Source: an optimization exercise on an open RTL-to-GDS flow (aim: small area and a short achievable clock period). Production flows keep margins and buffers that such runs may drop. Where RTL was checked, it was by simulation tests only, not by an equivalence proof against the original. No activity file was given, so power comes from the tool's default toggle rates.

== branch lagoon ==
// socks4a_request_filter
module socks4a_request_filter (
  input  wire logic        clk,
  input  wire logic        rst_n,
  input  wire logic        in_valid,
  output logic             in_ready,
  input  wire logic [7:0]  in_req_byte,
  input  wire logic        in_end_of_request,
  output logic             out_valid,
  input  wire logic        out_ready,
  output logic [7:0]       out_reply_byte,
  output logic             out_reply_final,
  output logic             out_granted,
  output logic             out_is_socks4a,
  output logic             out_is_bind,
  input  wire logic        cfg_valid,
  output logic             cfg_ready,
  input  wire logic [2:0]  cfg_index,
  input  wire logic [37:0] cfg_data
);
Settings: LEC_CHECK=0, CAP_MARGIN=20, CORE_MARGIN=2, CORE_UTILIZATION=40, PLACE_DENSITY=0.6, SETUP_SLACK_MARGIN=2.3, SLEW_MARGIN=20; clock period 4.5 ns.
standard.sh (not shown) runs the stock make flow with config.mk's settings and CLKGATE_MAP_FILE= SYNTH_SCRIPT=/design/flow/synth_recipe.tcl, a recipe that flattens the netlist after the stock synthesis.
==> flow/flow/run.sh <==
#!/bin/bash
# The standard layout (the standard.sh: standard synthesis, floorplan,
# placement, CTS, routing), with two changes:
#  - the port buffers that global placement inserts on every input and output
#    are sky130_fd_sc_hd__buf_4 instead of the delay-buffer cell that
#    buffer_ports picks on its own;
#  - clock tree synthesis uses larger sink clusters and no dummy loads.
set -uo pipefail
bash standard.sh "BUFFER_PORTS_ARGS=-buffer_cell sky130_fd_sc_hd__buf_4" \
  "CTS_ARGS=-sink_clustering_enable -repair_clock_nets -dont_use_dummy_load -buf_list sky130_fd_sc_hd__clkbuf_8 -sink_clustering_size 20 -sink_clustering_max_diameter 60" \
  finish > standard.log 2>&1
branch lagoon | status: complete | timing, DRC, antenna: pass
The following lists how branch amber was set up differently from branch lagoon:
==> flow/flow/run.sh <==
#!/bin/bash
# The standard layout (the standard.sh: standard synthesis, floorplan,
# placement, CTS, routing), with two changes:
#  - the port buffers that global placement inserts on every input and output
#    are sky130_fd_sc_hd__buf_2 instead of the delay-buffer cell that
#    buffer_ports picks on its own;
#  - clock tree synthesis uses larger sink clusters and no dummy loads.
set -uo pipefail
bash standard.sh "BUFFER_PORTS_ARGS=-buffer_cell sky130_fd_sc_hd__buf_2" \
  "CTS_ARGS=-sink_clustering_enable -repair_clock_nets -dont_use_dummy_load -buf_list sky130_fd_sc_hd__clkbuf_8 -sink_clustering_size 16 -sink_clustering_max_diameter 50" \
  finish > standard.log 2>&1
--- outcome ---
Summary of branch amber over branch lagoon: cell count shows an increase of 9, number of antenna violations at the first check in global routing shows an increase of 1, number of cells traversed by the worst register-to-register path shows an increase of 2, fraction of power spent switching nets shows an increase of 0.38 points, first-pass GRT wire length shows an increase of about 3.4%.
Function was not checked in any run of this note: the RTL went through the layout flow alone.

========
rev 12:
Another version of the RTL of socks4a_request_filter (not shown whole).
Size: about 960 cells after synthesis, roughly 70 I/O pins.
Settings: LEC_CHECK=0, CAP_MARGIN=10, CORE_MARGIN=2, CORE_UTILIZATION=40, PLACE_DENSITY=0.6, SETUP_SLACK_MARGIN=2.3, SLEW_MARGIN=10; clock period 4.5 ns.
==> flow/flow/run.sh <==
#!/bin/bash
# The standard layout (the standard.sh: standard synthesis, floorplan,
# placement, CTS, routing), with two changes:
#  - the port buffers that global placement inserts on every input and output
#    are sky130_fd_sc_hd__buf_2 instead of the delay-buffer cell that
#    buffer_ports picks on its own;
#  - clock tree synthesis uses larger sink clusters and no dummy loads.
set -uo pipefail
bash standard.sh "BUFFER_PORTS_ARGS=-buffer_cell sky130_fd_sc_hd__buf_2" \
  "CTS_ARGS=-sink_clustering_enable -repair_clock_nets -dont_use_dummy_load -buf_list sky130_fd_sc_hd__clkbuf_8 -sink_clustering_size 16 -sink_clustering_max_diameter 50" \
  finish > standard.log 2>&1
Here is what was changed in the inputs of rev 13 compared with rev 12.
diff --git a/flow/config.mk b/flow/config.mk
--- a/flow/config.mk
+++ b/flow/config.mk
@@ -6,8 +6,8 @@
 export NUM_CORES = 4
 export LEC_CHECK = 0
-export CAP_MARGIN = 10
+export CAP_MARGIN = 20
 export CORE_MARGIN = 2
-export CORE_UTILIZATION = 40
-export PLACE_DENSITY = 0.6
+export CORE_UTILIZATION = 50
+export PLACE_DENSITY = 0.65
 export SETUP_SLACK_MARGIN = 2.3
-export SLEW_MARGIN = 10
+export SLEW_MARGIN = 20
Notes after the runs:
Rev 13 went all the way through the flow, and no timing, DRC or antenna check failed.
Rev 13 against rev 12: worst setup slack went up by 0.0086 ns; maximum clock frequency +0.39%.
Taking rev 12 as the reference, in rev 13 proportion of power drawn by combinational gates went up 0.2 points, non-clock buffer total of the final layout up 9.9%, power per standard cell area down 0.68%, overall power consumption lower, clock group share of total power shrank by 0.8 points.

-- re-timing with driven ports --
In the flow no input, the clock included, has a driving cell. The finished layouts below were timed again as built, in two steps.
Step 1, drivers: a clkbuf_16 drives clk and a buf_2 each remaining input, both assumed.
Step 2 adds t to the input delays and takes it off the output delays; t is the mean of the earliest and latest rising clock arrival at the registers after step 1. Input paths then give back, and output paths get back, about the clock's delay inside the block.
a / b / c = no drivers / after step 1 / after step 2; a / b = the first two.
run	shift t [ns]	setup WS [ns]	hold slack, ns	worst register clock-pin slew, ns	worst slew at a driven data input, ns
branch lagoon	0.643	2.304 / 2.270 / 1.749	0.397 / 0.397 / 0.397	0.12 / 0.12	0.06
branch amber	0.593	2.272 / 2.265 / 1.679	0.389 / 0.389 / 0.389	0.10 / 0.10	0.05
rev 12	0.574	2.291 / 2.253 / 1.765	0.414 / 0.414 / 0.414	0.10 / 0.10	0.08
rev 13	0.567	2.299 / 2.259 / 1.764	0.416 / 0.416 / 0.416	0.10 / 0.10	0.05
After both steps setup and hold are still met in every run listed. For branch amber, which loses most, drivers alone change the setup slack by -0.007 ns; drivers and shift together by -0.593 ns.
